Source: an optimization exercise on an open RTL-to-GDS flow (aim: small area, a short achievable clock period and few clock cycles per item). Production flows keep margins and buffers that such runs may drop. At most, simulation tests tie the RTL to the original design; equivalence was not proved. The RTL of runs 1 to 4 was laid out without a check of its function. Power is estimated from default activity; no workload was simulated.

### flow/design.v
package swah_pkg;
    localparam int NCH = 3;
    localparam int FIELD_W  = 24;
    localparam int HOURS_W  = 7;
    localparam int CMD_W    = 2;
    localparam int S_DATA_W = 72;
    localparam int S_USER_W = 8;
    localparam int M_DATA_W = 80;
    localparam int WIN       = 12;
    localparam int HOURS_MAX = 8;
    localparam int DELTA_W = FIELD_W + 1;
    localparam logic [CMD_W-1:0] CMD_INIT = 2'd0;
    localparam logic [CMD_W-1:0] CMD_PUSH = 2'd1;
    localparam logic [CMD_W-1:0] CMD_TICK = 2'd2;
    localparam logic [CMD_W-1:0] CMD_DAY  = 2'd3;
endpackage
import swah_pkg::*;
module swah_ctrl
(
    input  logic                       aclk,
    input  logic                       aresetn,
    input  logic                       s_tvalid,
    input  logic [swah_pkg::CMD_W-1:0] s_cmd,
    input  logic                       m_tready,
    output logic                       s_tready,
    output logic                       m_tvalid,
    output logic                       go,
    output logic                       p_shift,
    output logic                       p_load,
    output logic                       p_push,
    output logic                       p_init,
    output logic                       full,
    output logic                       d_init,
    output logic                       c_en,
    output logic                       c_init,
    output logic                       h_en,
    output logic                       h_sel_t,
    output logic                       t_en,
    output logic [3:0]                 hours
);
    logic                       in_v, p_v, d_v;
    logic [swah_pkg::CMD_W-1:0] in_cmd, p_cmd, d_cmd;
    logic [3:0]                 fill_cnt;
    logic                       pending;
    logic [1:0]                 cnt;
    logic                       mv;
    logic                       wr;
    logic                       pop;
    logic [1:0]                 cnt_next;
    logic                       pending_next;
    logic                       go_next;
    logic                       in_v_next, p_v_next, d_v_next;
    logic [swah_pkg::CMD_W-1:0] in_cmd_next, p_cmd_next, d_cmd_next;
    logic                       go_reg, shift_reg, load_reg, c_en_reg, t_en_reg, sel_t_reg;
    assign go       = go_reg;
    assign s_tready = go_reg;
    assign m_tvalid = mv;
    assign p_shift = shift_reg;
    assign p_load  = load_reg;
    assign p_push  = (in_cmd == CMD_PUSH);
    assign p_init  = (in_cmd == CMD_INIT);
    assign d_init  = (p_cmd == CMD_INIT);
    assign c_en    = c_en_reg;
    assign c_init  = (d_cmd == CMD_INIT);
    assign wr      = pending && t_en_reg;
    assign pop     = mv && m_tready;
    assign h_en    = !mv || m_tready;
    assign h_sel_t = sel_t_reg;
    assign t_en    = t_en_reg;
    always_comb begin
        cnt_next = cnt;
        if (wr && !pop)      cnt_next = cnt + 2'd1;
        else if (!wr && pop) cnt_next = cnt - 2'd1;
        pending_next = c_en_reg || (pending && !wr);
        go_next      = !pending_next || (cnt_next != 2'd2);
        in_v_next    = go_reg ? s_tvalid : in_v;
        in_cmd_next  = go_reg ? s_cmd    : in_cmd;
        p_v_next     = go_reg ? in_v     : p_v;
        p_cmd_next   = go_reg ? in_cmd   : p_cmd;
        d_v_next     = go_reg ? p_v      : d_v;
        d_cmd_next   = go_reg ? p_cmd    : d_cmd;
    end
    always_ff @(posedge aclk) begin
        if (!aresetn) begin
            in_v      <= 1'b0;
            p_v       <= 1'b0;
            d_v       <= 1'b0;
            pending   <= 1'b0;
            cnt       <= 2'd0;
            mv        <= 1'b0;
            go_reg    <= 1'b1;
            shift_reg <= 1'b0;
            load_reg  <= 1'b0;
            c_en_reg  <= 1'b0;
            t_en_reg  <= 1'b1;
            sel_t_reg <= 1'b0;
            fill_cnt  <= 4'd0;
            full      <= 1'b0;
            hours     <= 4'd0;
        end else begin
            in_v      <= in_v_next;
            p_v       <= p_v_next;
            d_v       <= d_v_next;
            pending   <= pending_next;
            cnt       <= cnt_next;
            mv        <= (cnt_next != 2'd0);
            go_reg    <= go_next;
            shift_reg <= go_next && in_v_next && (in_cmd_next == CMD_PUSH);
            load_reg  <= go_next && in_v_next && (in_cmd_next == CMD_INIT);
            c_en_reg  <= go_next && d_v_next;
            t_en_reg  <= (cnt_next != 2'd2);
            sel_t_reg <= (cnt_next == 2'd2);
            if (load_reg) begin
                fill_cnt <= 4'd0;
                full     <= 1'b0;
            end else if (shift_reg && !full) begin
                fill_cnt <= fill_cnt + 4'd1;
                full     <= (fill_cnt == 4'(WIN - 1));
            end
            if (c_en_reg && c_init) begin
                hours <= 4'd0;
            end else if (c_en_reg && d_cmd == CMD_TICK && hours != 4'(HOURS_MAX)) begin
                hours <= hours + 4'd1;
            end
        end
    end
    always_ff @(posedge aclk) begin
        in_cmd <= in_cmd_next;
        p_cmd  <= p_cmd_next;
        d_cmd  <= d_cmd_next;
    end
endmodule
import swah_pkg::*;
module swah_dp
(
    input  logic                        aclk,
    input  logic                        aresetn,
    input  logic [swah_pkg::FIELD_W-1:0] in_x,
    input  logic                        go,
    input  logic                        p_shift,
    input  logic                        p_load,
    input  logic                        p_push,
    input  logic                        p_init,
    input  logic                        full,
    input  logic                        d_init,
    input  logic                        c_en,
    input  logic                        c_init,
    output logic [swah_pkg::FIELD_W-1:0] avg
);
    localparam int W = FIELD_W;
    logic [W-1:0]         win_reg [WIN];
    logic [W-1:0]         init_reg;
    logic [W-1:0]         oldest;
    logic [DELTA_W-1:0]   delta_reg;
    logic [W-1:0]         da_reg;
    logic [3:0]           db_reg;
    logic [W-1:0]         q_reg;
    logic [3:0]           r_reg;
    assign oldest = full ? win_reg[0] : init_reg;
    always_ff @(posedge aclk) begin
        if (p_shift) begin
            for (int i = 0; i < WIN - 1; i++) begin
                win_reg[i] <= win_reg[i+1];
            end
            win_reg[WIN-1] <= in_x;
        end
    end
    always_ff @(posedge aclk) begin
        if (!aresetn) begin
            init_reg <= '0;
        end else if (p_load) begin
            init_reg <= in_x;
        end
    end
    always_ff @(posedge aclk) begin
        if (go) begin
            if (p_init) begin
                delta_reg <= {in_x[W-1], in_x};
            end else if (p_push) begin
                delta_reg <= {in_x[W-1], in_x} - {oldest[W-1], oldest};
            end else begin
                delta_reg <= '0;
            end
        end
    end
    function automatic logic [2:0] add3(input logic [2:0] a, input logic [2:0] b);
        add3[0] = (a[0] & b[0]) | (a[1] & b[2]) | (a[2] & b[1]);
        add3[1] = (a[0] & b[1]) | (a[1] & b[0]) | (a[2] & b[2]);
        add3[2] = (a[0] & b[2]) | (a[2] & b[0]) | (a[1] & b[1]);
    endfunction
    logic [23:0] v;
    logic [1:0]  dig  [12];
    logic [2:0]  scan [5][12];
    logic [2:0]  rem  [13];
    logic [23:0] quo;
    logic [3:0]  db_next;
    logic [W-1:0] da_next;
    always_comb begin
        v = {1'b1, ~delta_reg[DELTA_W-1], delta_reg[DELTA_W-2:2]};
        for (int k = 0; k < 12; k++) begin
            dig[k]     = v[2*k +: 2];
            scan[0][k] = {dig[k] == 2'd2, dig[k] == 2'd1, dig[k] == 2'd0 || dig[k] == 2'd3};
        end
        for (int l = 0; l < 4; l++) begin
            for (int k = 0; k < 12; k++) begin
                if (k + (1 << l) < 12) begin
                    scan[l+1][k] = add3(scan[l][k], scan[l][k + (1 << l)]);
                end else begin
                    scan[l+1][k] = scan[l][k];
                end
            end
        end
        for (int k = 0; k < 12; k++) begin
            rem[k] = scan[4][k];
        end
        rem[12] = 3'b001;
        for (int k = 0; k < 12; k++) begin
            quo[2*k+1] = (rem[k+1][1] & dig[k][1]) | rem[k+1][2];
            quo[2*k]   = (rem[k+1][0] & (dig[k] == 2'd3)) |
                         (rem[k+1][1] & !dig[k][1]) |
                         (rem[k+1][2] & (dig[k] != 2'd0));
        end
        da_next = {{(W-22){quo[21]}}, quo[21:0]};
        db_next = {rem[0][2], rem[0][1], delta_reg[1:0]};
    end
    always_ff @(posedge aclk) begin
        if (go) begin
            if (d_init) begin
                da_reg <= delta_reg[W-1:0];
                db_reg <= 4'd0;
            end else begin
                da_reg <= da_next;
                db_reg <= db_next;
            end
        end
    end
    logic [4:0] rsum;
    logic [4:0] rsum_wrap;
    logic       carry;
    logic [W-1:0] q_plus0, q_plus1;
    assign q_plus0 = q_reg + da_reg;
    assign q_plus1 = q_reg + da_reg + W'(1);
    assign rsum  = {1'b0, r_reg} + {1'b0, db_reg};
    assign rsum_wrap = rsum - 5'd12;
    assign carry = (rsum >= 5'd12);
    always_ff @(posedge aclk) begin
        if (!aresetn) begin
            q_reg <= '0;
            r_reg <= '0;
        end else if (c_en) begin
            if (c_init) begin
                q_reg <= da_reg;
                r_reg <= '0;
            end else begin
                q_reg <= carry ? q_plus1 : q_plus0;
                r_reg <= carry ? rsum_wrap[3:0] : rsum[3:0];
            end
        end
    end
    assign avg = q_reg + W'(q_reg[W-1] && (r_reg != 4'd0));
endmodule
import swah_pkg::*;
module sensor_window_average_history_core
(
    input  logic                aclk,
    input  logic                aresetn,
    input  logic                s_tvalid,
    output logic                s_tready,
    input  logic [swah_pkg::S_DATA_W-1:0] s_tdata,
    input  logic [swah_pkg::S_USER_W-1:0] s_tuser,
    output logic                m_tvalid,
    input  logic                m_tready,
    output logic [swah_pkg::M_DATA_W-1:0] m_tdata
);
    localparam int RES_W = NCH * FIELD_W + 4;
    logic                  go;
    logic                  p_shift, p_load, p_push, p_init, full;
    logic                  d_init;
    logic                  c_en, c_init;
    logic                  h_en, h_sel_t, t_en;
    logic [3:0]            hours;
    logic [S_DATA_W-1:0]   in_data;
    logic [FIELD_W-1:0]    avg [NCH];
    logic [RES_W-1:0]      res;
    logic [RES_W-1:0]      head_reg;
    logic [RES_W-1:0]      tail_reg;
    swah_ctrl u_ctrl (
        .aclk     (aclk),
        .aresetn  (aresetn),
        .s_tvalid (s_tvalid),
        .s_cmd    (s_tuser[CMD_W-1:0]),
        .m_tready (m_tready),
        .s_tready (s_tready),
        .m_tvalid (m_tvalid),
        .go       (go),
        .p_shift  (p_shift),
        .p_load   (p_load),
        .p_push   (p_push),
        .p_init   (p_init),
        .full     (full),
        .d_init   (d_init),
        .c_en     (c_en),
        .c_init   (c_init),
        .h_en     (h_en),
        .h_sel_t  (h_sel_t),
        .t_en     (t_en),
        .hours    (hours)
    );
    always_ff @(posedge aclk) begin
        if (go) begin
            in_data <= s_tdata;
        end
    end
    for (genvar c = 0; c < NCH; c++) begin : g_ch
        swah_dp u_dp (
            .aclk    (aclk),
            .aresetn (aresetn),
            .in_x    (in_data[c*FIELD_W +: FIELD_W]),
            .go      (go),
            .p_shift (p_shift),
            .p_load  (p_load),
            .p_push  (p_push),
            .p_init  (p_init),
            .full    (full),
            .d_init  (d_init),
            .c_en    (c_en),
            .c_init  (c_init),
            .avg     (avg[c])
        );
    end
    assign res = {hours, avg[2], avg[1], avg[0]};
    always_ff @(posedge aclk) begin
        if (t_en) begin
            tail_reg <= res;
        end
        if (h_en) begin
            head_reg <= h_sel_t ? tail_reg : res;
        end
    end
    assign m_tdata = {1'b0, 3'b000, head_reg};
endmodule
### flow/run.sh
#!/bin/bash
# synth_recipe.tcl (not shown) runs the flow's synth.tcl, then flattens the netlist and writes it again
# the make line also repeats each setting of config.mk as NAME=value (left out here)
make -C /OpenROAD-flow-scripts/flow DESIGN_CONFIG=/design/flow/config.mk WORK_HOME=/design/flow/orfs CLKGATE_MAP_FILE= SYNTH_SCRIPT=/design/flow/synth_recipe.tcl finish
### flow/config.mk
export PLATFORM = sky130hd
export DESIGN_NAME = sensor_window_average_history_core
export DESIGN_NICKNAME = sensor_window_average_history_core
export VERILOG_FILES = /design/flow/design.v
export SDC_FILE = /design/flow/constraint.sdc
export NUM_CORES = 4
export LEC_CHECK = 0
export CAP_MARGIN = 20
export CORE_MARGIN = 2
export CORE_UTILIZATION = 40
export PLACE_DENSITY = 0.6
export SLEW_MARGIN = 20
### flow/constraint.sdc
create_clock -name core_clock -period 8.0 [get_ports {aclk}]
set_input_delay 1.6000 -clock core_clock [delete_from_list [all_inputs] [get_ports {aclk}]]
set_output_delay 1.6000 -clock core_clock [all_outputs]
set_load 0.01 [all_outputs]
==> impl_results.md, run 1 <==
- Status: no timing/DRC/antenna violations
- Highest Clock Rate: 218 MHz
- Comb power frac: approximately 18%
- Leading area contributor after synthesis: edfxtp_1
- Synth Instances: 4,697
- Maximum VDD drop: a little under 0.2 mV
- Root buffer cell: clkbuf_16
- XOR/XNOR share of the synthesized area: 3.60%
- CP Launch Point: u_ctrl.full$_SDFFE_PP0P_
- Power Density: 271 mW/mm²
- Tmin final: 4590 ps
- First-pass GRT wire length: 200 mm
- Final HPWL DP: 87.5 mm
- Most frequent cells in the layout: 1,251 x edfxtp_1, 501 x nor2_1, 300 x ha_1
- EDFF count, synth: 1,251
- R2r startpoint: u_ctrl.full$_SDFFE_PP0P_
- Fill cells: 14,000
- Synth Register Bits: 1,431
- Worst EP arrival: 5210 ps
- # resized after CTS: 0
- I/O Buffers: 155
- Initial Util: about two fifths
- GP Congestion: 0.840
- Post-CTS setup buffers: 0
- Ys Warns: 8
- R2r setup slk: 3410 ps
- Sequential cell area: approximately 0.041 mm²
- Routed len/inst: 18.0 µm
- Leak: between 20 and 30 nW
- Endpoints failing setup: 0
- Clk Latency, worst-skew pair: 780 ps
- Max-slew headroom: around a quarter
- Reg2Reg Depth: 14
- RSZ-0062 raised after global routing: no
- Drt initial violations: 3,225
- Worst-Margin Slew: 1120 ps
- Adder-Cell Fraction of Synth Area: 6.15%
- Avg Inst Size Synth: 13.6 µm²
- Mux cell area share after synthesis: 4.97%
- Fraction of layout cells with a size suffix above 1: 7.97%
- Nets: 5,311
- Synth top area share: about three fifths
- Psw: 0.00551 W
- CP Launch Type: flip-flop
- Ys async rst share: 0%
- Cts-stage hold buffer count: 0
- Synth-to-layout area growth: 14.2%
- Remaining Overflow, GRT: 0
- Dpl cell area: between 0.06 and 0.07 mm²
- Max-capacitance violation count: 0
- Clock share of power: 35.3%
- Die area: 0.163 mm²
- Number of global-route vias before repair: 35,800
- Layout Cells excl Fill: approximately 7,000
- Netlist Area Pre-Place: 0.0639 mm²
- CTS tree: yes
- Synth Flop Type: edfxtp_1
- Antenna-violating nets left: 0
- Largest net degree at the start of global routing: 183
- Max-slew violation count: 0
- CP max FO: 28
- Yosys cell types: 97
- Post-Place Cells: around 7,000
- Commonest non-fill, non-tap cell in the layout: edfxtp_1
- Largest register FFs: 864
- Int Pwr: 0.0143 W
- Sequential-to-total area share from yosys stat: 64.4%
- CTS Buffer Depth: 3
- Seq pwr share: 46.3%
- Clock transition at the registers of the reported paths: 60 ps
- Crit end category: flip-flop
- Gr usage total: 15.5%
- Post-route DRC: 0
- Chip height: 404 µm
- CTS sink cnt: 1,431
- Vias: 37,600
- Depth of the worst hold-timing path: 0
- Compound-cell area share of the yosys netlist: between 10% and 20%
- Largest family of logic cells by synthesized area: compound AO/OA/AOI/OAI gates
- Number of CTS-inserted buffers: 153
- Die width: 404 µm
- Vias per inst: around 5.3
- Hold_sp: g_ch[0].u_dp.win_reg[3][17]$_DFFE_PP_
- Final Hold Viols: 0
- Ports: 166
- H-tree depth: 4
- Row count: 146
- Worst Hold Class: flip-flop to flip-flop
- Hold endpoint: g_ch[0].u_dp.win_reg[2][17]$_DFFE_PP_
- Part of the cycle the worst path needs: 57.4%
- Initial antenna violation count: 2
- Multi-input gate area in the final layout: 0.0216 mm²
- Post-Route WL: around 130 mm
- Skew final: approximately 25 ps
- Core Area: 0.159 mm²
- WP data required: 8620 ps
- Post-route setup TNS: 0 ps
- Setup CP Type: flip-flop to flip-flop
- Simple-gate portion of the synthesized area: 8.29%
- RR Endpoint: g_ch[2].u_dp.delta_reg[24]$_DFFE_PP_
- Sw Ratio: 27.8%
- Final instance area: 0.0730 mm²
- TritonRoute pass-1 iters: 7
- Synth top area cells: edfxtp_1 59%, ha_1 5.9%, dfxtp_1 5.6%, mux2i_1 3.3%, nor2_1 2.9%
## power by group through the flow
stage	registers [W]	clock network [W]	logic, W
after floorplan	0.00926	0	0.00250
after global placement	0.00931	0	0.00352
after detailed placement	0.00933	0	0.00359
after CTS	0.00917	0.00724	0.00360
after global routing	0.00923	0.00753	0.00402
final	0.00917	0.00699	0.00362
## cell usage after synthesis (148+ instances only)
library cell and n:
mux2i_1 212, nand2_1 168, o21ai_0 159, xnor2_1 168, nor2b_1 164, a222oi_1 151
o22ai_1 148, edfxtp_1 1251, a21oi_1 167, ha_1 300, inv_1 172, nor2_1 502
dfxtp_1 180
## layer usage
metal,up-vias,GRT usage [%],routed length [µm]
met5,-,0,0
met4,0,4.60,2860
met3,189,2.66,6570
met2,867,21.7,52300
met1,18100,24.3,66800
li1,18500,-,-
## worst max-delay path, cell delays in order (launching register included)
cell	delay (ps)
dfxtp_4	710
buf_4	480
mux2i_1	190
fa_1	430
a21o_1	200
a21o_1	210
a211oi_1	360
nor3_1	110
nor2_1	240
a211oi_1	140
o21ai_0	460
a221oi_1	230
a2111oi_0	450
a311oi_1	80
nor2_1	120
## through the flow
| step | setup slack (ps) | total power, W | hold WS [ps] | utilization, % |
|---|---|---|---|---|
| after CTS | 3310 | 0.0200 | 406 | 46.0 |
| after global routing | 3060 | 0.0208 | 415 | 46.0 |
| after global placement | 3360 | 0.0128 | 400 | 42.8 |
| after floorplan | 897 | 0.0118 | 400 | - |
| final | 3410 | 0.0198 | 405 | 46.0 |
| after detailed placement | 3340 | 0.0129 | 405 | 42.8 |
## area by class of cell
| cell class | count | share of cell area [%] |
|---|---|---|
| Multi-Input combinational cell | 2971 | 29.6 |
| Sequential cell | 1431 | 56.4 |
| Inverter | 173 | 0.889 |
| Clock inverter | 92 | 1.41 |
| Clock buffer | 190 | 5.52 |
| Antenna cell | 5 | 0.0171 |
| Tap cell | 2072 | 3.55 |
| Timing Repair Buffer | 188 | 2.54 |
## cell families after synthesis
kind of cell	Yosys count
other	1
buffers and inverters	298
DFF	1431
adders and majority gates	309
and+or+nand+nor	1111
xor gates and xnor gates	261
muxes	306
AOI/OAI and AO/OA	980
## worst max-delay path by stage
stage | slack, ps | to | cells after the start
after detailed placement | 3340 | g_ch[2].u_dp.delta_reg[24]$_DFFE_PP_ | 14
after global placement | 3360 | g_ch[2].u_dp.delta_reg[24]$_DFFE_PP_ | 14
after floorplan | 900 | s_tready | 0
after global routing | 3060 | g_ch[2].u_dp.delta_reg[24]$_DFFE_PP_ | 14
after CTS | 3310 | g_ch[2].u_dp.delta_reg[24]$_DFFE_PP_ | 14
final | 3410 | g_ch[2].u_dp.delta_reg[24]$_DFFE_PP_ | 14
==> inputs of run 2 (changes only) <==
--- a/flow/config.mk
+++ b/flow/config.mk
@@ -9,4 +9,5 @@
 export CORE_MARGIN = 2
 export CORE_UTILIZATION = 40
 export PLACE_DENSITY = 0.6
+export SETUP_SLACK_MARGIN = 4.0
 export SLEW_MARGIN = 20
==> run 2 against run 1 <==
Still clean on timing, DRC and antenna. Fmax up 18%. Clock skew increased by 6.2 ps. Non-clock buffer count up 62. Sequential share of layout area shrank 0.61 points. Synthesized area stayed put. Critical endpoint is now g_ch[1].u_dp.q_reg[20]$_SDFFE_PN0P_.
==> impl_results.md, run 2 <==
- Status: no timing/DRC/antenna violations
- Int Pwr: 0.0144 W (+0.84%)
- Clock share of power: 35.1% (-0.2 points)
- EDFF count, synth: 1,251 (unchanged)
- Endpoints failing setup: 0 (unchanged)
- CP Cell Sequence: ha_2 > fa_2 > a21o_1 > a221oi_4 > xnor2_2 > nand3_2 > or3b_4 > or4_4 > or3_4 > nor3_2 > xnor2_1 > a222oi_1 > nor2b_1
- Vias per inst: 5.27 (-0.30%)
- Leading area contributor after synthesis: edfxtp_1
- Worst EP arrival: 4550 ps (-660 ps)
- Synth Flop Type: edfxtp_1
- Max-slew violation count: 0 (unchanged)
- GP Congestion: 0.862 (+2.6%)
- Met1 usage: 24.4% (+0.077 points)
- Max stage delay on crit path: 440 ps (-270 ps)
- CP max stage cell: or3b_4
- CTS Buffer Depth: 3 (unchanged)
- Number of CTS-inserted buffers: 151 (-1.3%)
- Chip height: 404 µm (unchanged)
- Grt met2 use: 22.0% (+0.29 points)
- Cell with the most instances after synthesis: edfxtp_1
- CP max FO: 6 (-79%)
- Crit path buf inv count: 0 (-1)
- H-tree depth: 4 (unchanged)
- Synth Register Bits: 1,431 (unchanged)
- CTS sink cnt: 1,431 (unchanged)
- I/O Buffers: 155 (unchanged)
- Commonest non-fill, non-tap cell in the layout: edfxtp_1
- Final core occ: 46.6% (+0.51 points)
- Netlist Area Pre-Place: 0.0639 mm² (unchanged)
- Die width: 404 µm (unchanged)
- Row count: 146 (unchanged)
- Seq pwr share: 46.0% (-0.3 points)
- Synth-to-layout area growth: 15.4%
- CP Launch Type: flip-flop
- Sequential-to-total area share from yosys stat: 64.4% (unchanged)
- Most frequent cells after synthesis: 1,251 x edfxtp_1, 502 x nor2_1, 300 x ha_1
- Final Hold Viols: 0 (unchanged)
- Setup CP Type: flip-flop to flip-flop
- Root buffer cell: clkbuf_16
- Max-capacitance violation count: 0 (unchanged)
- Skew final: 31.0 ps (+6.18 ps)
- Clk Latency, worst-skew pair: 790 ps (about the same)
- Gr usage total: 15.5% (+0.043 points)
- Largest register FFs: 864 (unchanged)
- Max-slew headroom: 27.6% (+2.6 points)
- CTS tree: yes
- WP data required: 8660 ps (+40 ps)
- Avg Inst Size Synth: 13.6 µm² (unchanged)
- Tmin final: 3880 ps (-707 ps)
- Ys async rst share: 0% (unchanged)
- Met3 Use GR: 2.48% (-0.18 points)
- Final HPWL DP: 87.3 mm (-0.18%)
- Highest Clock Rate: 258 MHz (+18%)
- Most frequent cells in the layout: 1,251 x edfxtp_1, 499 x nor2_1, 297 x ha_1
- Delay-heaviest family, CP: simple AND/OR/NAND/NOR gates
- Sw Ratio: 27.9% (+0.073 points)
- Ys Warns: 8 (unchanged)
- Comb power frac: 18.9% (+0.6 points)
- Routed len/inst: 18.0 µm (about the same)
- Drt initial violations: 3,710 (+15%)
- Vias: 37,800 (+0.48%)
- Maximum VDD drop: 0.204 mV (+2.9%)
- Cts-stage hold buffer count: 0 (unchanged)
- Post-route DRC: 0 (unchanged)
- Die area: 0.163 mm² (unchanged)
- Synth top area cells: edfxtp_1 59%, ha_1 5.9%, dfxtp_1 5.6%, mux2i_1 3.3%, nor2_1 2.9%
- Tot Pwr: 0.0200 W (+0.94%)
- Clock transition at the registers of the reported paths: 60 ps (about the same)
- Power Density: 271 mW/mm² (-0.16%)
- Hold WS: 399 ps (-6.39 ps)
- Synth Instances: 4,697 (unchanged)
- Fraction of layout cells with a size suffix above 1: 9.89% (+1.9 points)
- Antenna-violating nets left: 0 (unchanged)
- First-pass GRT wire length: 201 mm (+0.48%)
- Leak: 26.1 nW (+1.6%)
- Psw: 0.00558 W (+1.2%)
- Global route hottest layer: met1
- Remaining Overflow, GRT: 0 (unchanged)
- Post-route setup TNS: 0 ps (unchanged)
- Part of the cycle the worst path needs: 48.5% (-8.8 points)
- Nets: 5,371 (+1.1%)
- RSZ-0062 raised after global routing: yes
- Worst-Margin Slew: 1090 ps (-38.4 ps)
- Initial antenna violation count: 6 (+4)
- Number of global-route vias before repair: 35,800 (-0.070%)
- TritonRoute pass-1 iters: 12 (+5)
- Worst Hold Class: flip-flop to flip-flop
- Largest net degree at the start of global routing: 181 (-1.1%)
- Synth top area share: 58.8% (unchanged)
- Initial Util: 40.3% (unchanged)
- Post-Route WL: 129 mm (+0.71%)
- Crit end category: flip-flop
- Core Area: 0.159 mm² (unchanged)
- Yosys cell types: 97 (unchanged)
- Ports: 166 (unchanged)
-- run 2: cell types whose count changed in the layout (fill, tap and decap cells not counted), sizes merged --
| cell | previous run | this run |
|---|---|---|
| buf | 34 | 96 |
| bufinv | 14 | 12 |
| clkbuf | 190 | 202 |
| clkdlybuf4s50 | 154 | 153 |
| clkinv | 66 | 55 |
| clkinvlp | 5 | 4 |
| diode | 5 | 1 |
| dlygate4sd2 | 0 | 1 |
-- run 2: final cells by class --
| class | instances | area (µm²) |
|---|---|---|
| Antenna cell | 1 | 2.50 |
| Timing Repair Buffer | 250 | 2380 |
| Clock inverter | 78 | 931 |
| Inverter | 173 | 649 |
| Multi-Input combinational cell | 2971 | 21900 |
| Clock buffer | 202 | 4150 |
| Fill cell | 13900 | 84800 |
| Tap cell | 2072 | 2590 |
| Sequential cell | 1431 | 41200 |
-- run 2: repair_timing --
| action | in CTS | in global routing |
|---|---|---|
| endpoints found under the setup margin | 32 | 51 |
| setup buffers | 7 | 60 |
| pin swaps | 2 | 48 |
| endpoints found under the hold margin | 0 | 0 |
| gates resized for setup | 14 | 49 |
-- run 2: per-layer routing --
layer	routed length, µm	vias to the layer above	share of wire (%)
li1	-	18600	-
met1	67700	18200	52
met2	53200	851	41
met3	5830	190	4.5
met4	2690	0	2.1
met5	0	-	0
-- run 2: power by group through the flow --
stage | logic, W | registers [W] | clock network, W
final | 0.00378 | 0.00918 | 0.00701
after global routing | 0.00418 | 0.00925 | 0.00755
after CTS | 0.00360 | 0.00918 | 0.00726
after detailed placement | 0.00357 | 0.00934 | 0
after global placement | 0.00350 | 0.00933 | 0
after floorplan | 0.00250 | 0.00926 | 0
-- run 2: cell families after synthesis --
| group | count (synthesis) | share of synthesized area, % |
|---|---|---|
| DFF | 1431 | 64.4 |
| and+or+nand+nor | 1111 | 8.29 |
| AOI/OAI and AO/OA | 980 | 10.8 |
| adders and majority gates | 309 | 6.15 |
| muxes | 306 | 4.97 |
| buffers and inverters | 298 | 1.84 |
| xor gates and xnor gates | 261 | 3.60 |
| other | 1 | 0.00586 |
-- run 2: final timing paths --
path / from / end / slack [ps] / cells after the start
worst min register to register: g_ch[0].u_dp.win_reg[1][20]$_DFFE_PP_ / g_ch[0].u_dp.win_reg[0][20]$_DFFE_PP_ / 400 / 0
worst max register to register: g_ch[1].u_dp.da_reg[0]$_DFFE_PP_ / g_ch[1].u_dp.q_reg[20]$_SDFFE_PN0P_ / 4120 / 13
worst min-delay path: g_ch[0].u_dp.win_reg[1][20]$_DFFE_PP_ / g_ch[0].u_dp.win_reg[0][20]$_DFFE_PP_ / 400 / 0
worst max-delay path: g_ch[1].u_dp.da_reg[0]$_DFFE_PP_ / g_ch[1].u_dp.q_reg[20]$_SDFFE_PN0P_ / 4120 / 13
-- run 2: worst reg2reg max path, delay by kind of cell, from the launching register on --
kind	cells	cell delay, ps
compound gates	3	820
xor+xnor	2	260
fa+ha+maj	2	650
flops	1	400
simple gates	6	1650
-- run 2: metrics by stage --
stage	setup slack [ps]	area [µm²]	instances
floorplan	966	64000	4700
global placement	3410	67900	6829
detailed placement	3450	67900	6830
CTS	3980	73100	7117
global route	3930	73800	7177
finish	4120	73800	7178
==> inputs of run 3 (changes only) <==
--- a/flow/design.v
+++ b/flow/design.v
@@ -30,8 +30,10 @@
     output logic                       p_push,
     output logic                       p_init,
     output logic                       full,
+    output logic                       full_next,
+    output logic                       p_next_init,
     output logic                       d_init,
-    output logic                       c_en,
+    output logic                       c_upd,
     output logic                       c_init,
     output logic                       h_en,
     output logic                       h_sel_t,
@@ -52,15 +54,16 @@
     logic                       in_v_next, p_v_next, d_v_next;
     logic [swah_pkg::CMD_W-1:0] in_cmd_next, p_cmd_next, d_cmd_next;
     logic                       go_reg, shift_reg, load_reg, c_en_reg, t_en_reg, sel_t_reg;
+    logic                       ready_reg, c_upd_reg;
     assign go       = go_reg;
-    assign s_tready = go_reg;
+    assign s_tready = ready_reg;
     assign m_tvalid = mv;
     assign p_shift = shift_reg;
     assign p_load  = load_reg;
     assign p_push  = (in_cmd == CMD_PUSH);
     assign p_init  = (in_cmd == CMD_INIT);
     assign d_init  = (p_cmd == CMD_INIT);
-    assign c_en    = c_en_reg;
+    assign c_upd   = c_upd_reg;
     assign c_init  = (d_cmd == CMD_INIT);
     assign wr      = pending && t_en_reg;
     assign pop     = mv && m_tready;
@@ -73,12 +76,20 @@
         else if (!wr && pop) cnt_next = cnt - 2'd1;
         pending_next = c_en_reg || (pending && !wr);
         go_next      = !pending_next || (cnt_next != 2'd2);
-        in_v_next    = go_reg ? s_tvalid : in_v;
+        in_v_next    = go_reg ? (s_tvalid && ready_reg) : in_v;
         in_cmd_next  = go_reg ? s_cmd    : in_cmd;
         p_v_next     = go_reg ? in_v     : p_v;
         p_cmd_next   = go_reg ? in_cmd   : p_cmd;
         d_v_next     = go_reg ? p_v      : d_v;
         d_cmd_next   = go_reg ? p_cmd    : d_cmd;
+        if (!aresetn || load_reg) begin
+            full_next = 1'b0;
+        end else if (shift_reg && !full) begin
+            full_next = (fill_cnt == 4'(WIN - 1));
+        end else begin
+            full_next = full;
+        end
+        p_next_init = (in_cmd_next == CMD_INIT);
     end
     always_ff @(posedge aclk) begin
         if (!aresetn) begin
@@ -89,13 +100,14 @@
             cnt       <= 2'd0;
             mv        <= 1'b0;
             go_reg    <= 1'b1;
+            ready_reg <= 1'b0;
+            c_upd_reg <= 1'b0;
             shift_reg <= 1'b0;
             load_reg  <= 1'b0;
             c_en_reg  <= 1'b0;
             t_en_reg  <= 1'b1;
             sel_t_reg <= 1'b0;
             fill_cnt  <= 4'd0;
-            full      <= 1'b0;
             hours     <= 4'd0;
         end else begin
             in_v      <= in_v_next;
@@ -105,6 +117,9 @@
             cnt       <= cnt_next;
             mv        <= (cnt_next != 2'd0);
             go_reg    <= go_next;
+            ready_reg <= go_next;
+            c_upd_reg <= go_next && d_v_next &&
+                         (d_cmd_next == CMD_PUSH || d_cmd_next == CMD_INIT);
             shift_reg <= go_next && in_v_next && (in_cmd_next == CMD_PUSH);
             load_reg  <= go_next && in_v_next && (in_cmd_next == CMD_INIT);
             c_en_reg  <= go_next && d_v_next;
@@ -112,10 +127,8 @@
             sel_t_reg <= (cnt_next == 2'd2);
             if (load_reg) begin
                 fill_cnt <= 4'd0;
-                full     <= 1'b0;
             end else if (shift_reg && !full) begin
                 fill_cnt <= fill_cnt + 4'd1;
-                full     <= (fill_cnt == 4'(WIN - 1));
             end
             if (c_en_reg && c_init) begin
                 hours <= 4'd0;
@@ -125,6 +138,7 @@
         end
     end
     always_ff @(posedge aclk) begin
+        full   <= full_next;
         in_cmd <= in_cmd_next;
         p_cmd  <= p_cmd_next;
         d_cmd  <= d_cmd_next;
@@ -141,22 +155,25 @@
     input  logic                        p_load,
     input  logic                        p_push,
     input  logic                        p_init,
-    input  logic                        full,
+    input  logic                        full_next,
+    input  logic                        p_next_init,
     input  logic                        d_init,
-    input  logic                        c_en,
+    input  logic                        c_upd,
     input  logic                        c_init,
     output logic [swah_pkg::FIELD_W-1:0] avg
 );
     localparam int W = FIELD_W;
     logic [W-1:0]         win_reg [WIN];
     logic [W-1:0]         init_reg;
-    logic [W-1:0]         oldest;
+    logic [W-1:0]         old_reg;
+    logic [W-1:0]         init_next;
+    logic [W-1:0]         head_next;
+    logic                 cy_reg;
     logic [DELTA_W-1:0]   delta_reg;
     logic [W-1:0]         da_reg;
     logic [3:0]           db_reg;
     logic [W-1:0]         q_reg;
     logic [3:0]           r_reg;
-    assign oldest = full ? win_reg[0] : init_reg;
     always_ff @(posedge aclk) begin
         if (p_shift) begin
             for (int i = 0; i < WIN - 1; i++) begin
@@ -165,22 +182,31 @@
             win_reg[WIN-1] <= in_x;
         end
     end
-    always_ff @(posedge aclk) begin
+    always_comb begin
         if (!aresetn) begin
-            init_reg <= '0;
+            init_next = '0;
         end else if (p_load) begin
-            init_reg <= in_x;
+            init_next = in_x;
+        end else begin
+            init_next = init_reg;
+        end
+        head_next = p_shift ? win_reg[1] : win_reg[0];
+    end
+    always_ff @(posedge aclk) begin
+        init_reg <= init_next;
+    end
+    always_ff @(posedge aclk) begin
+        if (p_next_init) begin
+            old_reg <= '0;
+        end else if (full_next) begin
+            old_reg <= head_next;
+        end else begin
+            old_reg <= init_next;
         end
     end
     always_ff @(posedge aclk) begin
         if (go) begin
-            if (p_init) begin
-                delta_reg <= {in_x[W-1], in_x};
-            end else if (p_push) begin
-                delta_reg <= {in_x[W-1], in_x} - {oldest[W-1], oldest};
-            end else begin
-                delta_reg <= '0;
-            end
+            delta_reg <= {in_x[W-1], in_x} - {old_reg[W-1], old_reg};
         end
     end
     function automatic logic [2:0] add3(input logic [2:0] a, input logic [2:0] b);
@@ -236,24 +262,42 @@
     end
     logic [4:0] rsum;
     logic [4:0] rsum_wrap;
-    logic       carry;
-    logic [W-1:0] q_plus0, q_plus1;
-    assign q_plus0 = q_reg + da_reg;
-    assign q_plus1 = q_reg + da_reg + W'(1);
-    assign rsum  = {1'b0, r_reg} + {1'b0, db_reg};
+    logic [3:0] r_next;
+    logic [3:0] db_in_next;
+    logic [4:0] cy_sum;
+    logic [W:0] q_sum;
+    assign rsum      = {1'b0, r_reg} + {1'b0, db_reg};
     assign rsum_wrap = rsum - 5'd12;
-    assign carry = (rsum >= 5'd12);
+    assign q_sum     = {q_reg, cy_reg} + {da_reg, cy_reg};
+    always_comb begin
+        if (!aresetn) begin
+            r_next = '0;
+        end else if (c_upd) begin
+            if (c_init) begin
+                r_next = '0;
+            end else begin
+                r_next = cy_reg ? rsum_wrap[3:0] : rsum[3:0];
+            end
+        end else begin
+            r_next = r_reg;
+        end
+        if (go) begin
+            db_in_next = d_init ? 4'd0 : db_next;
+        end else begin
+            db_in_next = db_reg;
+        end
+        cy_sum = {1'b0, r_next} + {1'b0, db_in_next};
+    end
     always_ff @(posedge aclk) begin
+        r_reg  <= r_next;
+        cy_reg <= (cy_sum >= 5'd12);
         if (!aresetn) begin
             q_reg <= '0;
-            r_reg <= '0;
-        end else if (c_en) begin
+        end else if (c_upd) begin
             if (c_init) begin
                 q_reg <= da_reg;
-                r_reg <= '0;
             end else begin
-                q_reg <= carry ? q_plus1 : q_plus0;
-                r_reg <= carry ? rsum_wrap[3:0] : rsum[3:0];
+                q_reg <= q_sum[W:1];
             end
         end
     end
@@ -274,9 +318,9 @@
 );
     localparam int RES_W = NCH * FIELD_W + 4;
     logic                  go;
-    logic                  p_shift, p_load, p_push, p_init, full;
+    logic                  p_shift, p_load, p_push, p_init, full, full_next, p_next_init;
     logic                  d_init;
-    logic                  c_en, c_init;
+    logic                  c_upd, c_init;
     logic                  h_en, h_sel_t, t_en;
     logic [3:0]            hours;
     logic [S_DATA_W-1:0]   in_data;
@@ -298,8 +342,10 @@
         .p_push   (p_push),
         .p_init   (p_init),
         .full     (full),
+        .full_next   (full_next),
+        .p_next_init (p_next_init),
         .d_init   (d_init),
-        .c_en     (c_en),
+        .c_upd    (c_upd),
         .c_init   (c_init),
         .h_en     (h_en),
         .h_sel_t  (h_sel_t),
@@ -321,9 +367,10 @@
             .p_load  (p_load),
             .p_push  (p_push),
             .p_init  (p_init),
-            .full    (full),
+            .full_next   (full_next),
+            .p_next_init (p_next_init),
             .d_init  (d_init),
-            .c_en    (c_en),
+            .c_upd   (c_upd),
             .c_init  (c_init),
             .avg     (avg[c])
         );
--- a/flow/config.mk
+++ b/flow/config.mk
@@ -9,5 +9,4 @@
 export CORE_MARGIN = 2
 export CORE_UTILIZATION = 40
 export PLACE_DENSITY = 0.6
-export SETUP_SLACK_MARGIN = 4.0
 export SLEW_MARGIN = 20
==> run 3 against run 2 <==
Critical endpoint is now g_ch[0].u_dp.cy_reg$_DFF_P_. Critical path depth grew 3. Cell area down 0.50%. Still clean on timing, DRC and antenna. Sequential power increased by 3.9%. Critical path type unchanged. Synthesized cell count rose by 3.2%. Via count down 0.20%. Die area is 0.29% higher. Global-route usage shrank 0.71 points. Routed wire length fell by 4.7%. Sequential share of layout area up 1.2 points. Highest routed layer unchanged. First-iteration DRC count down 9.9%.
==> impl_results.md, run 3 <==
- Number of CTS-inserted buffers: 160 (+6.0%)
- Synth-to-layout area growth: 14.5%
- Worst EP arrival: 4760 ps (+210 ps)
- CP Cell Sequence: inv_1 > ha_1 > inv_1 > a222oi_1 > o22ai_1 > nor2_1 > o22a_1 > o21ai_0 > a222oi_1 > o22ai_1 > ha_1 > nor2_1 > o21ai_0 > nand2_1 > nand2_1 > nand3_1
- Yosys cell types: 68 (-30%)
- CP max FO: 7 (+1)
- Vias: 37,700 (-0.20%)
- Commonest non-fill, non-tap cell in the layout: edfxtp_1
- Synth Register Bits: 1,508 (+5.4%)
- Final Hold Viols: 0 (unchanged)
- RR Endpoint: g_ch[0].u_dp.cy_reg$_DFF_P_
- # resized after CTS: 0 (-14)
- I/O Buffers: 155 (unchanged)
- R2r startpoint: g_ch[0].u_dp.delta_reg[15]$_DFFE_PP_
- Max stage delay on crit path: 820 ps (+380 ps)
- Highest Clock Rate: 244 MHz (-5.4%)
- Vias per inst: 5.19 (-1.5%)
- Clock transition at the registers of the reported paths: 60 ps (about the same)
- CP Launch Type: flip-flop
- Setup CP Type: flip-flop to flip-flop
- Status: no timing/DRC/antenna violations
- Reg2Reg Depth: 16 (+3)
- Leading area contributor after synthesis: edfxtp_1
- WP data required: 8660 ps (about the same)
- Maximum VDD drop: 0.227 mV (+11%)
- CTS tree: yes
- CP max stage cell: a222oi_1
- Most frequent cells after synthesis: 1,166 x edfxtp_1, 575 x nor2_1, 342 x dfxtp_1
- Part of the cycle the worst path needs: 51.3% (+2.8 points)
- Max-slew violation count: 0 (unchanged)
- Endpoints failing setup: 0 (unchanged)
- Row count: 146 (unchanged)
- Multi-input gate area in the final layout: 0.0208 mm² (-5.2%)
- Chip height: 404 µm (+0.14%)
- Number of global-route vias before repair: 35,200 (-1.6%)
- Critical path endpoint: g_ch[0].u_dp.cy_reg$_DFF_P_
- Drt initial violations: 3,341 (-9.9%)
- Clk Latency, worst-skew pair: 790 ps (about the same)
- CTS sink cnt: 1,508 (+5.4%)
- Final worst slack: 3900 ps (-221 ps)
- Leak: 26.7 nW (+2.5%)
- Worst-Margin Slew: 1110 ps (+23.6 ps)
- Remaining Overflow, GRT: 0 (unchanged)
- R2r setup slk: 3900 ps (-220 ps)
- Sequential-to-total area share from yosys stat: 65.3% (+0.89 points)
- Synth Flop Type: edfxtp_1
- Largest net degree at the start of global routing: 196 (+8.3%)
- Skew final: 50.3 ps (+19.3 ps)
- Post-CTS setup buffers: 0 (-7)
- H-tree depth: 4 (unchanged)
- Nets: 5,480 (+2.0%)
- Core Area: 0.159 mm² (+0.12%)
- Synth top area share: 54.6% (-4.1 points)
- Avg Inst Size Synth: 13.2 µm² (-2.8%)
- CP Launch Point: g_ch[0].u_dp.delta_reg[15]$_DFFE_PP_
- Gr usage total: 14.8% (-0.71 points)
- CTS Buffer Depth: 3 (unchanged)
- Netlist Area Pre-Place: 0.0641 mm² (+0.29%)
- Ys Warns: 8 (unchanged)
- First-pass GRT wire length: 194 mm (-3.7%)
- Power Density: 279 mW/mm² (+3.2%)
- Largest register FFs: 864 (unchanged)
- Max-capacitance violation count: 0 (unchanged)
- Die area: 0.164 mm² (+0.29%)
- Cts-stage hold buffer count: 0 (unchanged)
- Die width: 404 µm (+0.14%)
- Tmin final: 4100 ps (+221 ps)
- Initial Util: 40.4% (+0.070 points)
- RSZ-0062 raised after global routing: no
- EDFF count, synth: 1,166 (-6.8%)
- Crit end category: flip-flop
- Post-route setup TNS: 0 ps (unchanged)
- Antenna-violating nets left: 0 (unchanged)
- Fraction of layout cells with a size suffix above 1: 8.69% (-1.2 points)
- Most frequent cells in the layout: 1,166 x edfxtp_1, 571 x nor2_1, 336 x dfxtp_1
- Synth top area cells: edfxtp_1 55%, dfxtp_1 11%, ha_1 6.2%, nor2_1 3.4%, mux2_2 2.9%
- DP Worst Slack: 3510 ps (+60.6 ps)
- Root buffer cell: clkbuf_16
- GP Congestion: 0.871 (+1.0%)
- Sequential cell area: 0.0419 mm² (+1.7%)
- Fill cells: 14,000 (+0.29%)
- Max-slew headroom: 26.0% (-1.6 points)
- Post-Route WL: 123 mm (-4.7%)
- Initial antenna violation count: 1 (-5)
- TritonRoute pass-1 iters: 10 (-2)
- Routed len/inst: 16.9 µm (-6.0%)
- Final HPWL DP: 81.5 mm (-6.7%)
- Post-route DRC: 0 (unchanged)
- Worst Hold Class: flip-flop to flip-flop
- Cell with the most instances after synthesis: edfxtp_1
- Ports: 166 (unchanged)
- Ys async rst share: 0% (unchanged)
- Synth Instances: 4,848 (+3.2%)
-- run 3: cell count changes after synthesis, moves of 57 or more --
cell	delta
mux2_2	+69
nor2b_1	-131
a222oi_1	-64
dfxtp_1	+162
edfxtp_1	-85
nand2_1	+57
nor2_1	+73
inv_1	+106
-- run 3: where the power goes --
group | total [W] | switching, W | internal (W)
clock network | 0.00736 | 0.00308 | 0.00427
registers | 0.00954 | 0.000454 | 0.00908
logic | 0.00361 | 0.00215 | 0.00146
total | 0.0205 | 0.00569 | 0.0148
-- run 3: worst min-delay path by stage --
stage	from	to	depth (start not counted)
floorplan	g_ch[0].u_dp.win_reg[11][0]$_DFFE_PP_	g_ch[0].u_dp.win_reg[10][0]$_DFFE_PP_	0
global placement	g_ch[0].u_dp.win_reg[4][14]$_DFFE_PP_	g_ch[0].u_dp.win_reg[3][14]$_DFFE_PP_	0
detailed placement	g_ch[0].u_dp.win_reg[11][17]$_DFFE_PP_	g_ch[0].u_dp.win_reg[10][17]$_DFFE_PP_	0
CTS	g_ch[0].u_dp.win_reg[7][2]$_DFFE_PP_	g_ch[0].u_dp.win_reg[6][2]$_DFFE_PP_	0
global route	g_ch[0].u_dp.win_reg[6][15]$_DFFE_PP_	g_ch[0].u_dp.win_reg[5][15]$_DFFE_PP_	0
finish	g_ch[0].u_dp.win_reg[7][2]$_DFFE_PP_	g_ch[0].u_dp.win_reg[6][2]$_DFFE_PP_	0
-- run 3: kinds of logic (layout without fill, tap and decap cells) --
| kind of cell | Yosys count | after routing | share of synthesized area (%) |
|---|---|---|---|
| adder cells (fa/ha/maj) | 330 | 330 | 6.58 |
| AND/OR/NAND/NOR | 1077 | 1077 | 7.22 |
| XOR/XNOR | 195 | 195 | 2.66 |
| flip-flops | 1508 | 1508 | 65.3 |
| buffers and inverters | 406 | 756 | 2.40 |
| multiplexers | 331 | 331 | 5.48 |
| other | 1 | 7 | 0.00585 |
| AO/OA/AOI/OAI | 1000 | 1000 | 10.4 |
-- run 3: metrics by stage --
step                      area, µm²  utilization (%)  std cells  power (W)  hold slack [ps]
after floorplan               64100                -       4851     0.0121              400
after global placement        68100             42.9       6976     0.0131              400
after detailed placement      68100             42.9       6976     0.0133              405
after CTS                     73400             46.3       7273     0.0207              396
after global routing          73400             46.3       7273     0.0215              405
final                         73400             46.3       7276     0.0205              389
-- run 3: worst max-delay path, delay by kind of cell, from the launching register on --
family / cells / cell delay, ps
AOI/OAI and AO/OA: 7 / 1960
adders and majority gates: 2 / 690
buffers and inverters: 2 / 220
DFF: 1 / 480
and+or+nand+nor: 5 / 620
-- run 3: final cells by class --
| cell class | instances | share of cell area (%) |
|---|---|---|
| clock buffers | 195 | 5.76 |
| flip-flops and latches | 1508 | 57.0 |
| multi-input cells | 2937 | 28.3 |
| inverters | 279 | 1.43 |
| diodes | 3 | 0.0102 |
| well taps | 2072 | 3.53 |
| clock inverters | 102 | 1.52 |
| repair buffers | 180 | 2.43 |
-- run 3: routing by layer --
| layer | global-route usage (%) | vias to the layer above | wire length, µm |
|---|---|---|---|
| met5 | 0 | - | 0 |
| met4 | 4.50 | 0 | 2600 |
| met3 | 2.50 | 172 | 6110 |
| met2 | 20.4 | 864 | 49500 |
| met1 | 23.5 | 18200 | 65100 |
| li1 | - | 18500 | - |
==> inputs of run 4 (changes only) <==
--- a/flow/config.mk
+++ b/flow/config.mk
@@ -9,4 +9,5 @@
 export CORE_MARGIN = 2
 export CORE_UTILIZATION = 40
 export PLACE_DENSITY = 0.6
+export SETUP_SLACK_MARGIN = 5.0
 export SLEW_MARGIN = 20
==> run 4 against run 3 <==
Sequential share of layout area is 4.0 points lower. Routed wire length is 7.8% higher. Sequential power is 0.7% lower. Combinational power is 47% higher. Synthesized area stayed put. Final cell count is 5.4% higher. Critical path type unchanged. Highest routed layer unchanged.
==> impl_results.md, run 4 <==
- Status: no timing/DRC/antenna violations
- Maximum VDD drop: 0.268 mV (+18%)
- CTS tree: yes
- Tmin final: 3410 ps (-689 ps)
- Part of the cycle the worst path needs: 42.7% (-8.6 points)
- Max-slew headroom: 40.6% (+15 points)
- Fraction of layout cells with a size suffix above 1: 24.9% (+16 points)
- First-pass GRT wire length: 203 mm (+5.0%)
- Largest net degree at the start of global routing: 217 (+11%)
- Post-Route WL: 133 mm (+7.8%)
- Hold WS: 386 ps (-3.27 ps)
- RSZ-0062 raised after global routing: yes
- I/O Buffers: 155 (unchanged)
- Synth Register Bits: 1,508 (unchanged)
- Dpl cell area: 0.0684 mm² (+0.50%)
- Setup CP Type: flip-flop to flip-flop
- Most frequent cells in the layout: 1,166 x edfxtp_1, 496 x nor2_1, 365 x buf_4
- Commonest non-fill, non-tap cell in the layout: edfxtp_1
- Vias per inst: 5.17 (-0.31%)
- Die width: 404 µm (unchanged)
- Post-route setup TNS: 0 ps (unchanged)
- Clk Latency, worst-skew pair: 810 ps (+20 ps)
- H-tree depth: 4 (unchanged)
- Most frequent cells after synthesis: 1,166 x edfxtp_1, 575 x nor2_1, 342 x dfxtp_1
- Cell with the most instances after synthesis: edfxtp_1
- TritonRoute pass-1 iters: 12 (+2)
- Final Hold Viols: 0 (unchanged)
- Ys async rst share: 0% (unchanged)
- Worst EP arrival: 3900 ps (-860 ps)
- Max-capacitance violation count: 0 (unchanged)
- Chip height: 404 µm (unchanged)
- Post-route DRC: 0 (unchanged)
- Final HPWL DP: 82.7 mm (+1.5%)
- Synth-to-layout area growth: 23.2%
- Worst-Margin Slew: 892 ps (-218 ps)
- Leading area contributor after synthesis: edfxtp_1
- CP max FO: 4 (-3)
- EDFF count, synth: 1,166 (unchanged)
- WP data required: 8480 ps (-180 ps)
- Clock transition at the registers of the reported paths: 60 ps (about the same)
- Largest register FFs: 864 (unchanged)
- CP Launch Type: flip-flop
- Synth Instances: 4,848 (unchanged)
- Drt initial violations: 3,523 (+5.4%)
- Fill cells: 13,600 (-2.8%)
- CTS sink cnt: 1,508 (unchanged)
- Antenna-violating nets left: 0 (unchanged)
- Ports: 166 (unchanged)
- Number of global-route vias before repair: 37,400 (+6.1%)
- Initial Util: 40.4% (unchanged)
- Final instance area: 0.0790 mm² (+7.6%)
- Sequential-to-total area share from yosys stat: 65.3% (unchanged)
- Core Area: 0.159 mm² (unchanged)
- Root buffer cell: clkbuf_16
- Die area: 0.164 mm² (unchanged)
- Avg Inst Size Synth: 13.2 µm² (unchanged)
- CTS Buffer Depth: 3 (unchanged)
- Worst Hold Class: flip-flop to flip-flop
- Highest Clock Rate: 293 MHz (+20%)
- Synth top area cells: edfxtp_1 55%, dfxtp_1 11%, ha_1 6.2%, nor2_1 3.4%, mux2_2 2.9%
- Max-slew violation count: 0 (unchanged)
- Nets: 5,875 (+7.2%)
- Endpoints failing setup: 0 (unchanged)
- Yosys cell types: 68 (unchanged)
- Synth Flop Type: edfxtp_1
- Gr usage total: 15.5% (+0.72 points)
- Cts-stage hold buffer count: 0 (unchanged)
- Ys Warns: 8 (unchanged)
- Vias: 39,700 (+5.1%)
- Number of CTS-inserted buffers: 156 (-2.5%)
- Crit end category: flip-flop
- Skew final: 60.4 ps (+10.1 ps)
- Leak: 29.2 nW (+9.3%)
- GP Congestion: 0.869 (-0.23%)
- Synth top area share: 54.6% (unchanged)
- Power Density: 276 mW/mm² (-1.0%)
- Row count: 146 (unchanged)
- Routed len/inst: 17.3 µm (+2.3%)
- Remaining Overflow, GRT: 0 (unchanged)
- Initial antenna violation count: 6 (+5)
- Netlist Area Pre-Place: 0.0641 mm² (unchanged)
## run 4: cell type report
class                   instances  area, µm²  area share, %
flip-flops and latches       1508      41900           53.0
multi-input cells            2937      23700           29.9
clock inverters                82        871           1.10
repair buffers                579       4650           5.89
inverters                     279       1080           1.37
diodes                          4       10.0         0.0127
clock buffers                 208       4240           5.37
well taps                    2072       2590           3.28
## run 4: metrics by stage
step                      power (W)  instances  util, %  worst slack (ps)
after detailed placement     0.0133       6980     43.1              3910
after floorplan              0.0122       4851        -               748
after global routing         0.0229       7665     49.8              4420
after global placement       0.0132       6980     43.1              3960
final                        0.0218       7669     49.8              4590
after CTS                    0.0212       7540     48.1              4660
## run 4: repair_timing
action | CTS | global route
endpoints found under the setup margin | 606 | 282
resized for setup | 636 | 365
buffers inserted | 270 | 124
endpoints found under the hold margin | 0 | 0
pin swaps | 209 | 252
## run 4: worst paths after layout
| check | cells past startpoint | startpoint | slack (ps) | endpoint |
|---|---|---|---|---|
| worst max-delay path | 12 | g_ch[2].u_dp.delta_reg[13]$_DFFE_PP_ | 4590 | g_ch[2].u_dp.da_reg[2]$_DFFE_PP_ |
| worst min-delay path | 0 | g_ch[0].u_dp.win_reg[2][18]$_DFFE_PP_ | 390 | g_ch[0].u_dp.win_reg[1][18]$_DFFE_PP_ |
| worst max register to register | 12 | g_ch[2].u_dp.delta_reg[13]$_DFFE_PP_ | 4590 | g_ch[2].u_dp.da_reg[2]$_DFFE_PP_ |
| worst min register to register | 0 | g_ch[0].u_dp.win_reg[2][18]$_DFFE_PP_ | 390 | g_ch[0].u_dp.win_reg[1][18]$_DFFE_PP_ |
## run 4: where the power goes
part / internal (W) / switching [W] / leakage (nW)
clock network: 0.00399 / 0.00308 / 2.48
logic: 0.00244 / 0.00285 / 12.6
registers: 0.00908 / 0.000391 / 14.2
## run 4: metal layers
layer / GRT usage (%) / vias up / wire [µm]
met3: 2.96 / 207 / 6910
met4: 4.25 / 0 / 2530
met2: 21.9 / 953 / 55500
li1: - / 19300 / -
met1: 24.2 / 19200 / 68000
met5: 0 / - / 0
## run 4: worst max-delay path, stage by stage, from the launching register on
cell and delay, ps:
edfxtp_1 460, inv_2 110, ha_4 300, nor2b_1 40, a221o_1 330, buf_4 160
a222oi_1 320, buf_4 180, o22a_1 170, o21ai_2 90, a221o_1 400, a222oi_1 410
a21oi_2 120
## run 4: kinds of logic after synthesis
logic type | after synthesis | share of synthesized area (%)
buf+inv | 406 | 2.40
fa+ha+maj | 330 | 6.58
mux | 331 | 5.48
compound gates | 1000 | 10.4
simple gates | 1077 | 7.22
xor+xnor | 195 | 2.66
flops | 1508 | 65.3
other cells | 1 | 0.00585
==> inputs of run 5 (changes only) <==
--- a/flow/design.v
+++ b/flow/design.v
@@ -29,9 +29,9 @@
     output logic                       p_load,
     output logic                       p_push,
     output logic                       p_init,
+    output logic                       p_zero,
     output logic                       full,
     output logic                       full_next,
-    output logic                       p_next_init,
     output logic                       d_init,
     output logic                       c_upd,
     output logic                       c_init,
@@ -54,7 +54,7 @@
     logic                       in_v_next, p_v_next, d_v_next;
     logic [swah_pkg::CMD_W-1:0] in_cmd_next, p_cmd_next, d_cmd_next;
     logic                       go_reg, shift_reg, load_reg, c_en_reg, t_en_reg, sel_t_reg;
-    logic                       ready_reg, c_upd_reg;
+    logic                       ready_reg, c_upd_reg, zero_reg;
     assign go       = go_reg;
     assign s_tready = ready_reg;
     assign m_tvalid = mv;
@@ -62,6 +62,7 @@
     assign p_load  = load_reg;
     assign p_push  = (in_cmd == CMD_PUSH);
     assign p_init  = (in_cmd == CMD_INIT);
+    assign p_zero  = zero_reg;
     assign d_init  = (p_cmd == CMD_INIT);
     assign c_upd   = c_upd_reg;
     assign c_init  = (d_cmd == CMD_INIT);
@@ -89,7 +90,6 @@
         end else begin
             full_next = full;
         end
-        p_next_init = (in_cmd_next == CMD_INIT);
     end
     always_ff @(posedge aclk) begin
         if (!aresetn) begin
@@ -138,7 +138,8 @@
         end
     end
     always_ff @(posedge aclk) begin
-        full   <= full_next;
+        full     <= full_next;
+        zero_reg <= (in_cmd_next == CMD_INIT);
         in_cmd <= in_cmd_next;
         p_cmd  <= p_cmd_next;
         d_cmd  <= d_cmd_next;
@@ -155,8 +156,8 @@
     input  logic                        p_load,
     input  logic                        p_push,
     input  logic                        p_init,
+    input  logic                        p_zero,
     input  logic                        full_next,
-    input  logic                        p_next_init,
     input  logic                        d_init,
     input  logic                        c_upd,
     input  logic                        c_init,
@@ -164,7 +165,6 @@
 );
     localparam int W = FIELD_W;
     logic [W-1:0]         win_reg [WIN];
-    logic [W-1:0]         init_reg;
     logic [W-1:0]         old_reg;
     logic [W-1:0]         init_next;
     logic [W-1:0]         head_next;
@@ -188,25 +188,18 @@
         end else if (p_load) begin
             init_next = in_x;
         end else begin
-            init_next = init_reg;
+            init_next = old_reg;
         end
         head_next = p_shift ? win_reg[1] : win_reg[0];
     end
     always_ff @(posedge aclk) begin
-        init_reg <= init_next;
-    end
-    always_ff @(posedge aclk) begin
-        if (p_next_init) begin
-            old_reg <= '0;
-        end else if (full_next) begin
-            old_reg <= head_next;
-        end else begin
-            old_reg <= init_next;
-        end
+        old_reg <= full_next ? head_next : init_next;
     end
+    logic [W-1:0] sub;
+    assign sub = p_zero ? '0 : old_reg;
     always_ff @(posedge aclk) begin
         if (go) begin
-            delta_reg <= {in_x[W-1], in_x} - {old_reg[W-1], old_reg};
+            delta_reg <= {in_x[W-1], in_x} - {sub[W-1], sub};
         end
     end
     function automatic logic [2:0] add3(input logic [2:0] a, input logic [2:0] b);
@@ -263,8 +256,10 @@
     logic [4:0] rsum;
     logic [4:0] rsum_wrap;
     logic [3:0] r_next;
-    logic [3:0] db_in_next;
     logic [4:0] cy_sum;
+    logic [2:0] cy_cand;
+    logic       cy_go;
+    logic       cy_next;
     logic [W:0] q_sum;
     assign rsum      = {1'b0, r_reg} + {1'b0, db_reg};
     assign rsum_wrap = rsum - 5'd12;
@@ -281,16 +276,18 @@
         end else begin
             r_next = r_reg;
         end
-        if (go) begin
-            db_in_next = d_init ? 4'd0 : db_next;
-        end else begin
-            db_in_next = db_reg;
-        end
-        cy_sum = {1'b0, r_next} + {1'b0, db_in_next};
+        cy_cand[0] = ({1'b0, r_next} + {3'b0, delta_reg[1:0]}) >= 5'd12;
+        cy_cand[1] = ({1'b0, r_next} + {3'b0, delta_reg[1:0]}) >= 5'd8;
+        cy_cand[2] = ({1'b0, r_next} + {3'b0, delta_reg[1:0]}) >= 5'd4;
+        cy_go   = !d_init && ((rem[0][0] && cy_cand[0]) ||
+                              (rem[0][1] && cy_cand[1]) ||
+                              (rem[0][2] && cy_cand[2]));
+        cy_sum  = {1'b0, r_next} + {1'b0, db_reg};
+        cy_next = go ? cy_go : (cy_sum >= 5'd12);
     end
     always_ff @(posedge aclk) begin
         r_reg  <= r_next;
-        cy_reg <= (cy_sum >= 5'd12);
+        cy_reg <= cy_next;
         if (!aresetn) begin
             q_reg <= '0;
         end else if (c_upd) begin
@@ -318,7 +315,7 @@
 );
     localparam int RES_W = NCH * FIELD_W + 4;
     logic                  go;
-    logic                  p_shift, p_load, p_push, p_init, full, full_next, p_next_init;
+    logic                  p_shift, p_load, p_push, p_init, p_zero, full, full_next;
     logic                  d_init;
     logic                  c_upd, c_init;
     logic                  h_en, h_sel_t, t_en;
@@ -341,9 +338,9 @@
         .p_load   (p_load),
         .p_push   (p_push),
         .p_init   (p_init),
+        .p_zero   (p_zero),
         .full     (full),
         .full_next   (full_next),
-        .p_next_init (p_next_init),
         .d_init   (d_init),
         .c_upd    (c_upd),
         .c_init   (c_init),
@@ -367,8 +364,8 @@
             .p_load  (p_load),
             .p_push  (p_push),
             .p_init  (p_init),
+            .p_zero  (p_zero),
             .full_next   (full_next),
-            .p_next_init (p_next_init),
             .d_init  (d_init),
             .c_upd   (c_upd),
             .c_init  (c_init),
--- a/flow/config.mk
+++ b/flow/config.mk
@@ -11,3 +11,4 @@
 export PLACE_DENSITY = 0.6
 export SETUP_SLACK_MARGIN = 5.0
 export SLEW_MARGIN = 20
+export TNS_END_PERCENT = 10
==> run 5 against run 4 <==
Final cell count is 4.9% lower. Largest power group unchanged. Clock power barely moved. Clock skew shrank 1.9 ps. Highest routed layer is now met5.
==> impl_results.md, run 5 <==
- Status: no timing/DRC/antenna violations
- Cell with the most instances after synthesis: edfxtp_1
- Comb power frac: 30.0% (+5.8 points)
- Number of CTS-inserted buffers: 151 (-3.2%)
- R2r setup slk: 4640 ps (+60 ps)
- Max-capacitance violation count: 0 (unchanged)
- Ys async rst share: 0% (unchanged)
- Sequential-to-total area share from yosys stat: 65.4% (+0.13 points)
- CTS sink cnt: 1,437 (-4.7%)
- Fraction of layout cells with a size suffix above 1: 18.0% (-7.0 points)
- Synth Instances: 4,634 (-4.4%)
- R2r startpoint: g_ch[0].u_dp.delta_reg[8]$_DFFE_PP_
- Root buffer cell: clkbuf_16
- Worst Hold Class: flip-flop to flip-flop
- Int Pwr: 0.0162 W (+4.2%)
- Highest Clock Rate: 298 MHz (+1.7%)
- Initial Util: 40.4% (about the same)
- Remaining Overflow, GRT: 0 (unchanged)
- RR Endpoint: g_ch[0].u_dp.da_reg[2]$_DFFE_PP_
- Hold_sp: g_ch[0].u_dp.win_reg[3][6]$_DFFE_PP_
- Max-slew violation count: 0 (unchanged)
- First-pass GRT wire length: 204 mm (+0.20%)
- Max-slew headroom: 30.1% (-10 points)
- Die width: 401 µm (-0.78%)
- Final Hold Viols: 0 (unchanged)
- Psw: 0.00731 W (+16%)
- Core Area: 0.156 mm² (-1.5%)
- Largest net degree at the start of global routing: 192 (-12%)
- Routed len/inst: 18.0 µm (+3.7%)
- Row count: 145 (-0.68%)
- CTS Buffer Depth: 3 (unchanged)
- Commonest non-fill, non-tap cell in the layout: edfxtp_1
- EDFF count, synth: 1,250 (+7.2%)
- Gr usage total: 15.9% (+0.31 points)
- Initial antenna violation count: 8 (+2)
- Clock share of power: 30.0% (-2.4 points)
- RSZ-0062 raised after global routing: yes
- Synth Register Bits: 1,437 (-4.7%)
- CP Launch Type: flip-flop
- Tmin final: 3360 ps (-57.0 ps)
- Sequential cell area: 0.0413 mm² (-1.4%)
- Netlist Area Pre-Place: 0.0631 mm² (-1.6%)
- Clock transition at the registers of the reported paths: 60 ps (about the same)
- Most frequent cells in the layout: 1,250 x edfxtp_1, 316 x nor2_1, 244 x nand2_1
- Clk Latency, worst-skew pair: 800 ps (about the same)
- Synth top area cells: edfxtp_1 59%, ha_1 6.1%, dfxtp_1 5.9%, mux2_2 2.8%, nor2_1 2.0%
- Cts-stage hold buffer count: 0 (unchanged)
- Vias per inst: 5.24 (+1.4%)
- Hold endpoint: g_ch[0].u_dp.win_reg[2][6]$_DFFE_PP_
- Post-Route WL: 131 mm (-1.3%)
- CTS tree: yes
- Layout Cells excl Fill: 7,293 (-4.9%)
- Number of global-route vias before repair: 36,400 (-2.5%)
- Chip height: 401 µm (-0.78%)
- Leak: 28.7 nW (-2.0%)
- Vias: 38,200 (-3.6%)
- Fill cells: 13,700 (+0.84%)
- Leading area contributor after synthesis: edfxtp_1
- Worst EP arrival: 3810 ps (-90 ps)
- Avg Inst Size Synth: 13.6 µm² (+3.0%)
- Maximum VDD drop: 0.205 mV (-24%)
- Ys Warns: 8 (unchanged)
- Synth top area share: 59.5% (+4.9 points)
- Final HPWL DP: 82.8 mm (about the same)
- Post-Place Cells: 6,755 (-3.2%)
- Synth-to-layout area growth: 20.0%
- Endpoints failing setup: 0 (unchanged)
- Depth of the worst hold-timing path: 0 (unchanged)
- Setup CP Type: flip-flop to flip-flop
- Post-route DRC: 0 (unchanged)
- Seq pwr share: 40.0% (-3.4 points)
- Part of the cycle the worst path needs: 42.0% (-0.71 points)
- Yosys cell types: 78 (+15%)
- H-tree depth: 4 (unchanged)
- Antenna-violating nets left: 0 (unchanged)
- Sw Ratio: 31.1% (+2.2 points)
- Ports: 166 (unchanged)
- Most frequent cells after synthesis: 1,250 x edfxtp_1, 331 x nor2_1, 309 x ha_1
- Largest register FFs: 864 (unchanged)
- Post-route setup TNS: 0 ps (unchanged)
- Power Density: 310 mW/mm² (+12%)
- TritonRoute pass-1 iters: 8 (-4)
- I/O Buffers: 155 (unchanged)
- Synth Flop Type: edfxtp_1
- GP Congestion: 0.861 (-0.96%)
- Drt initial violations: 3,073 (-13%)
- Multi-input gate area in the final layout: 0.0219 mm² (-7.4%)
- Skew final: 58.5 ps (-1.90 ps)
- Worst-Margin Slew: 1050 ps (+156 ps)
- CP max FO: 4 (unchanged)
- Reg2Reg Depth: 12 (unchanged)
- Die area: 0.161 mm² (-1.6%)
- Nets: 5,506 (-6.3%)
- Crit end category: flip-flop
- WP data required: 8450 ps (-30 ps)
[run 5: worst max path at each step]
stage	start	endpoint	slack, ps	cells past startpoint
floorplan	u_ctrl.shift_reg$_SDFF_PN0_	g_ch[0].u_dp.old_reg[0]$_DFFE_PP_	250	2
global placement	aresetn	g_ch[2].u_dp.cy_reg$_DFF_P_	3440	11
detailed placement	aresetn	g_ch[2].u_dp.cy_reg$_DFF_P_	3380	11
CTS	head_reg[30]$_DFFE_PP_	m_tdata[30]	4670	1
global route	g_ch[0].u_dp.delta_reg[17]$_DFFE_PP_	g_ch[0].u_dp.da_reg[2]$_DFFE_PP_	4560	12
finish	g_ch[0].u_dp.delta_reg[8]$_DFFE_PP_	g_ch[0].u_dp.da_reg[2]$_DFFE_PP_	4640	12
[run 5: layer usage]
layer,vias to the layer above,global-route usage [%],wire [µm]
li1,18700,-,-
met1,18400,24.1,66400
met2,889,23.0,55200
met3,203,2.84,6730
met4,2,4.66,2900
met5,-,0,10
[run 5: worst max-delay path: stages (launching register included)]
cell,delay [ps]
edfxtp_1,490
inv_2,100
ha_4,300
inv_2,40
a221o_1,360
a222oi_1,380
buf_4,190
o22a_1,140
o21ai_2,70
a222oi_1,530
nor2b_1,120
nor3_2,220
a21oi_2,70
[run 5: what timing repair did]
action                     CTS  global route
resized for setup          259           137
pin swaps                  143            69
setup endpoints to repair  517           354
cloned                       7             0
buffers inserted           179            60
[run 5: area by class of cell]
type / count / share of cell area [%]
antenna: 11 / 0.0364
inverter: 220 / 1.11
multi-input combinational: 2858 / 28.9
tap: 2058 / 3.40
sequential: 1437 / 54.6
clock buffer: 191 / 5.28
clock inverter: 88 / 1.44
timing repair buffer: 430 / 5.23
[run 5: cell families after synthesis]
| family | share of synthesized area, % |
|---|---|
| flops | 65.4 |
| compound gates | 12.2 |
| simple gates | 7.99 |
| buf+inv | 2.09 |
| fa+ha+maj | 6.60 |
| mux | 3.21 |
| xor+xnor | 2.52 |
| other cells | 0.00594 |
[run 5: metrics by stage]
| step | setup slack, ps | util (%) | hold slack [ps] | power, W | cell area [µm²] |
|---|---|---|---|---|---|
| after floorplan | 246 | - | 400 | 0.0133 | 63100 |
| after CTS | 4670 | 47.8 | 396 | 0.0231 | 74700 |
| final | 4640 | 48.4 | 399 | 0.0235 | 75700 |
| after detailed placement | 3380 | 42.9 | 405 | 0.0149 | 67100 |
| after global placement | 3440 | 42.9 | 400 | 0.0148 | 67100 |
| after global routing | 4560 | 48.4 | 399 | 0.0247 | 75700 |
[run 5: power by group through the flow]
stage	combinational [W]	sequential (W)	clock [W]
floorplan	0.00383	0.00943	0
global placement	0.00523	0.00955	0
detailed placement	0.00535	0.00958	0
CTS	0.00640	0.00940	0.00730
global route	0.00766	0.00946	0.00759
finish	0.00705	0.00939	0.00705
Testbench counts of run 5, summed over its fixed seeds: cycles 12,048, items 12,000.

Setup slack of run 5, layout unchanged: 4.642 ns with ideal ports, 4.642 ns with driving cells assumed (clock clkbuf_16, inputs buf_2), 4.071 ns with port delays also shifted by the 0.839 ns mid clock arrival.
